Source: an optimization exercise on an open RTL-to-GDS flow (aim: small area, a short achievable clock period and few clock cycles per item). Production flows keep margins and buffers that such runs may drop.

==> inputs of amber <==
==> flow/design.v <==
package md2_pkg;
	localparam int BLOCK_BYTES = 16;
	localparam int STATE_BYTES = 48;
	localparam int ROUND_COUNT = 18;
	localparam int STEPS = 2;
	localparam logic [2047:0] PI_SBOX_FLAT = {
		8'h29,8'h2e,8'h43,8'hc9,8'ha2,8'hd8,8'h7c,8'h01,
		8'h3d,8'h36,8'h54,8'ha1,8'hec,8'hf0,8'h06,8'h13,
		8'h62,8'ha7,8'h05,8'hf3,8'hc0,8'hc7,8'h73,8'h8c,
		8'h98,8'h93,8'h2b,8'hd9,8'hbc,8'h4c,8'h82,8'hca,
		8'h1e,8'h9b,8'h57,8'h3c,8'hfd,8'hd4,8'he0,8'h16,
		8'h67,8'h42,8'h6f,8'h18,8'h8a,8'h17,8'he5,8'h12,
		8'hbe,8'h4e,8'hc4,8'hd6,8'hda,8'h9e,8'hde,8'h49,
		8'ha0,8'hfb,8'hf5,8'h8e,8'hbb,8'h2f,8'hee,8'h7a,
		8'ha9,8'h68,8'h79,8'h91,8'h15,8'hb2,8'h07,8'h3f,
		8'h94,8'hc2,8'h10,8'h89,8'h0b,8'h22,8'h5f,8'h21,
		8'h80,8'h7f,8'h5d,8'h9a,8'h5a,8'h90,8'h32,8'h27,
		8'h35,8'h3e,8'hcc,8'he7,8'hbf,8'hf7,8'h97,8'h03,
		8'hff,8'h19,8'h30,8'hb3,8'h48,8'ha5,8'hb5,8'hd1,
		8'hd7,8'h5e,8'h92,8'h2a,8'hac,8'h56,8'haa,8'hc6,
		8'h4f,8'hb8,8'h38,8'hd2,8'h96,8'ha4,8'h7d,8'hb6,
		8'h76,8'hfc,8'h6b,8'he2,8'h9c,8'h74,8'h04,8'hf1,
		8'h45,8'h9d,8'h70,8'h59,8'h64,8'h71,8'h87,8'h20,
		8'h86,8'h5b,8'hcf,8'h65,8'he6,8'h2d,8'ha8,8'h02,
		8'h1b,8'h60,8'h25,8'had,8'hae,8'hb0,8'hb9,8'hf6,
		8'h1c,8'h46,8'h61,8'h69,8'h34,8'h40,8'h7e,8'h0f,
		8'h55,8'h47,8'ha3,8'h23,8'hdd,8'h51,8'haf,8'h3a,
		8'hc3,8'h5c,8'hf9,8'hce,8'hba,8'hc5,8'hea,8'h26,
		8'h2c,8'h53,8'h0d,8'h6e,8'h85,8'h28,8'h84,8'h09,
		8'hd3,8'hdf,8'hcd,8'hf4,8'h41,8'h81,8'h4d,8'h52,
		8'h6a,8'hdc,8'h37,8'hc8,8'h6c,8'hc1,8'hab,8'hfa,
		8'h24,8'he1,8'h7b,8'h08,8'h0c,8'hbd,8'hb1,8'h4a,
		8'h78,8'h88,8'h95,8'h8b,8'he3,8'h63,8'he8,8'h6d,
		8'he9,8'hcb,8'hd5,8'hfe,8'h3b,8'h00,8'h1d,8'h39,
		8'hf2,8'hef,8'hb7,8'h0e,8'h66,8'h58,8'hd0,8'he4,
		8'ha6,8'h77,8'h72,8'hf8,8'heb,8'h75,8'h4b,8'h0a,
		8'h31,8'h44,8'h50,8'hb4,8'h8f,8'hed,8'h1f,8'h1a,
		8'hdb,8'h99,8'h8d,8'h33,8'h9f,8'h11,8'h83,8'h14
	};
	function automatic logic [7:0] pi_sbox(input logic [7:0] x);
		pi_sbox = PI_SBOX_FLAT[2047 - 8 * x -: 8];
	endfunction
endpackage
module md2_front (
	input  logic       clk,
	input  logic       arst_n,
	input  logic       push,
	output logic       full,
	input  logic [9:0] item,
	output logic       cmd_valid,
	output logic [7:0] cmd_data,
	output logic       cmd_byte,
	output logic       cmd_end,
	input  logic       take
);
	logic       valid_q;
	logic [9:0] cmd_q;
	logic       accept;
	assign full      = valid_q && !take;
	assign accept    = push && !full;
	assign cmd_valid = valid_q;
	assign cmd_data  = cmd_q[9:2];
	assign cmd_byte  = cmd_q[1];
	assign cmd_end   = cmd_q[0];
	always_ff @(posedge clk) begin
		if (accept) begin
			cmd_q <= item;
		end
	end
	always_ff @(posedge clk or negedge arst_n) begin
		if (!arst_n) begin
			valid_q <= 1'b0;
		end else if (accept) begin
			valid_q <= item[1] || item[0];
		end else if (take) begin
			valid_q <= 1'b0;
		end
	end
endmodule
module md2_core (
	input  logic         clk,
	input  logic         arst_n,
	input  logic         cmd_valid,
	input  logic [7:0]   cmd_data,
	input  logic         cmd_byte,
	input  logic         cmd_end,
	output logic         take,
	output logic         empty,
	input  logic         pop,
	output logic [127:0] result
);
	localparam int U       = md2_pkg::STEPS;
	localparam int GROUPS  = md2_pkg::BLOCK_BYTES;
	localparam int CYC     = md2_pkg::STATE_BYTES / U;
	localparam int CYC_W   = (CYC > 1) ? $clog2(CYC) : 1;
	localparam int BUF_N   = (U > 1) ? U - 1 : 1;
	localparam logic [CYC_W-1:0] CYC_LAST = CYC - 1;
	localparam logic [3:0]       U_LAST   = U - 1;
	typedef enum logic [2:0] {
		S_ABS,
		S_PAD,
		S_CSUM,
		S_COMP,
		S_OUT
	} state_t;
	typedef enum logic [1:0] {
		A_ABS,
		A_PAD,
		A_CSUM,
		A_OUT
	} after_t;
	state_t       state_q;
	after_t       after_q;
	logic         first_q;
	logic [3:0]   j_q;
	logic [4:0]   pad_q;
	logic [7:0]   l_q;
	logic [7:0]   t_q;
	logic [CYC_W-1:0] cyc_q;
	logic [4:0]   round_q;
	logic         out_valid_q;
	logic [GROUPS*3-1:0][7:0] x_q;
	logic [GROUPS-1:0][7:0]   c_q;
	logic [BUF_N-1:0][7:0]    buf_q;
	logic         comp;
	logic         absorb;
	logic         csum_upd;
	logic [7:0]   b;
	logic [7:0]   c_new;
	logic [7:0]   c_head;
	logic         batch;
	logic         x_en;
	logic [U:0][7:0]   t_chain;
	logic [U-1:0][7:0] s_out;
	logic [U-1:0][7:0] bb;
	logic [GROUPS*3-1:0][7:0] x_nxt;
	logic [7:0]   t_nxt;
	assign comp   = (state_q == S_COMP);
	assign take   = (state_q == S_ABS) && cmd_valid;
	assign absorb = (take && cmd_byte) || (state_q == S_PAD) || (state_q == S_CSUM);
	assign csum_upd = (take && cmd_byte) || (state_q == S_PAD);
	assign b = (state_q == S_ABS) ? cmd_data :
	           (state_q == S_PAD) ? {3'b000, pad_q} : c_q[0];
	assign batch    = absorb && ((j_q & U_LAST) == U_LAST);
	assign x_en     = comp || batch;
	assign t_chain[0] = comp ? t_q : (b ^ l_q);
	for (genvar i = 0; i < U; i++) begin : g_step
		assign s_out[i]       = md2_pkg::pi_sbox(t_chain[i]);
		assign t_chain[i + 1] = x_q[3 * i] ^ s_out[i];
	end
	assign c_head = first_q ? 8'h00 : c_q[0];
	assign c_new  = c_head ^ s_out[0];
	for (genvar i = 0; i < U; i++) begin : g_bb
		if (i == U - 1) begin : g_cur
			assign bb[i] = b;
		end else begin : g_old
			assign bb[i] = buf_q[i];
		end
	end
	always_comb begin
		for (int p = 0; p < 3 * (GROUPS - U); p++) begin
			x_nxt[p] = x_q[p + 3 * U];
		end
		for (int i = 0; i < U; i++) begin
			logic [7:0] h0;
			h0 = first_q ? 8'h00 : x_q[3 * i];
			if (comp) begin
				x_nxt[3 * (GROUPS - U + i)]     = x_q[3 * i + 1];
				x_nxt[3 * (GROUPS - U + i) + 1] = x_q[3 * i + 2];
				x_nxt[3 * (GROUPS - U + i) + 2] = x_q[3 * i] ^ s_out[i];
			end else begin
				x_nxt[3 * (GROUPS - U + i)]     = h0;
				x_nxt[3 * (GROUPS - U + i) + 1] = bb[i];
				x_nxt[3 * (GROUPS - U + i) + 2] = h0 ^ bb[i];
			end
		end
	end
	always_comb begin
		t_nxt = t_chain[U];
		if (cyc_q == CYC_LAST) begin
			t_nxt = (round_q == 5'd17) ? 8'h00 : t_chain[U] + {3'b000, round_q};
		end
	end
	for (genvar g = 0; g < GROUPS; g++) begin : g_res
		assign result[127 - 8 * g -: 8] = x_q[3 * g];
	end
	assign empty = !out_valid_q;
	always_ff @(posedge clk) begin
		if (x_en) begin
			x_q <= x_nxt;
		end
		if (absorb) begin
			for (int k = 0; k < GROUPS - 1; k++) begin
				c_q[k] <= c_q[k + 1];
			end
			c_q[GROUPS - 1] <= csum_upd ? c_new : c_q[0];
		end
		if (absorb && U > 1) begin
			for (int k = 0; k < BUF_N - 1; k++) begin
				buf_q[k] <= buf_q[k + 1];
			end
			buf_q[BUF_N - 1] <= b;
		end
	end
	always_ff @(posedge clk or negedge arst_n) begin
		if (!arst_n) begin
			state_q     <= S_ABS;
			after_q     <= A_ABS;
			first_q     <= 1'b1;
			j_q         <= '0;
			pad_q       <= '0;
			l_q         <= '0;
			t_q         <= '0;
			cyc_q       <= '0;
			round_q     <= '0;
			out_valid_q <= 1'b0;
		end else begin
			if (absorb) begin
				j_q <= j_q + 1'b1;
			end
			if (csum_upd) begin
				l_q <= c_new;
			end
			case (state_q)
				S_ABS: begin
					if (take) begin
						if (cmd_byte && j_q == 4'd15) begin
							state_q <= S_COMP;
							after_q <= cmd_end ? A_PAD : A_ABS;
							pad_q   <= 5'd16;
						end else if (cmd_end) begin
							state_q <= S_PAD;
							pad_q   <= 5'd16 - {1'b0, j_q} - {4'd0, cmd_byte};
						end
					end
				end
				S_PAD: begin
					if (j_q == 4'd15) begin
						state_q <= S_COMP;
						after_q <= A_CSUM;
					end
				end
				S_CSUM: begin
					if (j_q == 4'd15) begin
						state_q <= S_COMP;
						after_q <= A_OUT;
					end
				end
				S_COMP: begin
					first_q <= 1'b0;
					t_q     <= t_nxt;
					if (cyc_q == CYC_LAST) begin
						cyc_q <= '0;
						if (round_q == 5'd17) begin
							round_q <= '0;
							case (after_q)
								A_ABS:  state_q <= S_ABS;
								A_PAD:  state_q <= S_PAD;
								A_CSUM: state_q <= S_CSUM;
								default: begin
									state_q     <= S_OUT;
									out_valid_q <= 1'b1;
								end
							endcase
						end else begin
							round_q <= round_q + 1'b1;
						end
					end else begin
						cyc_q <= cyc_q + 1'b1;
					end
				end
				S_OUT: begin
					if (pop) begin
						state_q     <= S_ABS;
						out_valid_q <= 1'b0;
						first_q     <= 1'b1;
						l_q         <= '0;
					end
				end
				default: state_q <= S_ABS;
			endcase
		end
	end
endmodule
module md2_digest_engine (
	input  logic               clk,
	input  logic               arst_n,
	input  logic               push,
	output logic               full,
	input  logic [9:0]         item,
	output logic               empty,
	input  logic               pop,
	output logic [127:0]       result
);
	logic       cmd_valid;
	logic [7:0] cmd_data;
	logic       cmd_byte;
	logic       cmd_end;
	logic       take;
	md2_front u_front (
		.clk      (clk),
		.arst_n   (arst_n),
		.push     (push),
		.full     (full),
		.item     (item),
		.cmd_valid(cmd_valid),
		.cmd_data (cmd_data),
		.cmd_byte (cmd_byte),
		.cmd_end  (cmd_end),
		.take     (take)
	);
	md2_core u_core (
		.clk      (clk),
		.arst_n   (arst_n),
		.cmd_valid(cmd_valid),
		.cmd_data (cmd_data),
		.cmd_byte (cmd_byte),
		.cmd_end  (cmd_end),
		.take     (take),
		.empty    (empty),
		.pop      (pop),
		.result   (result)
	);
endmodule
==> flow/run.sh <==
#!/bin/bash
# synth_recipe.tcl (not shown) runs the flow's synth.tcl, then flattens the netlist and writes it again
# the make line also repeats each setting of config.mk as NAME=value (left out here)
make -C /OpenROAD-flow-scripts/flow DESIGN_CONFIG=/design/flow/config.mk WORK_HOME=/design/flow/orfs CLKGATE_MAP_FILE= SYNTH_SCRIPT=/design/flow/synth_recipe.tcl finish
==> flow/config.mk <==
export PLATFORM = sky130hd
export DESIGN_NAME = md2_digest_engine
export DESIGN_NICKNAME = md2_digest_engine
export VERILOG_FILES = /design/flow/design.v
export SDC_FILE = /design/flow/constraint.sdc
export NUM_CORES = 4
export LEC_CHECK = 0
export CAP_MARGIN = 20
export CORE_MARGIN = 2
export CORE_UTILIZATION = 40
export SLEW_MARGIN = 20
==> flow/constraint.sdc <==
create_clock -name core_clock -period 7.0 [get_ports {clk}]
set_input_delay 1.4000 -clock core_clock [delete_from_list [all_inputs] [get_ports {clk}]]
set_output_delay 1.4000 -clock core_clock [all_outputs]
set_load 0.01 [all_outputs]
==> zinc: changes against amber <==
--- a/flow/design.v
+++ b/flow/design.v
@@ -4,3 +4,3 @@
 	localparam int ROUND_COUNT = 18;
-	localparam int STEPS = 2;
+	localparam int STEPS = 4;
 	localparam logic [2047:0] PI_SBOX_FLAT = {
==> notes.md <==
Fraction of area in registers: zinc 0.324; amber 0.441
Layout cells sized above 1: zinc 0.410; amber 0.350
Number of nets in the synthesized netlist: zinc 3,776; amber 2,441
Die X: zinc 306 um; amber 270 um
Vias in the first global route: zinc 38,600; amber 23,400
Cell depth of the worst setup path: zinc 56; amber 32
Final wirelength: zinc 193 mm; amber 113 mm
Non-Clock Buffer Area Fraction: zinc 0.252; amber 0.200
Clock buffer count from CTS: zinc 60; amber 58
Met1 wire length: zinc 75.2 mm; amber 48.7 mm
Critical path peak fanout: zinc 13; amber 6
Run status: zinc finished with violations; amber finished with violations
Layout check failures: zinc negative setup slack; amber negative setup slack
Maximum frequency from static timing analysis: zinc 0.0895 GHz; amber 0.140 GHz
Number of buffers added for setup after CTS: zinc 77; amber 45
Share of the synthesized area in compound gates (AO/OA/AOI/OAI): zinc 0.255; amber 0.166
Worst slack at placement: zinc -5080 ps; amber -862 ps
Iter 0 DRT Violations: zinc 6,045; amber 2,617
Met3 global-route usage: zinc 0.0892; amber 0.0613
Function was not checked in any run of this note: the RTL went through the layout flow alone.

==> re-timing with driven ports <==
How much do the figures lean on ideal ports? The routed layouts below were timed once more, with nothing changed but the port constraints. Step 1, drivers: a clkbuf_16 drives clk and a buf_2 each remaining input, both assumed. Step 2, shift: input delay + t, output delay - t, t = (earliest + latest rising clock arrival at the registers) / 2. This alone moves slack from input paths to output paths. Three values: ideal ports, drivers, drivers and shift; two values: the first two.
| run | shift t [ns] | slack for setup (ns) | slew at the worst register clock pin (ns) | worst slew at a driven data input, ns | pins driven straight from the clock port |
|---|---|---|---|---|---|
| amber | 0.667 | -0.128 / -0.128 / -0.128 | 0.07 / 0.07 | 0.04 | 1 |
| zinc | 0.742 | -4.168 / -4.168 / -4.168 | 0.07 / 0.07 | 0.05 | 1 |
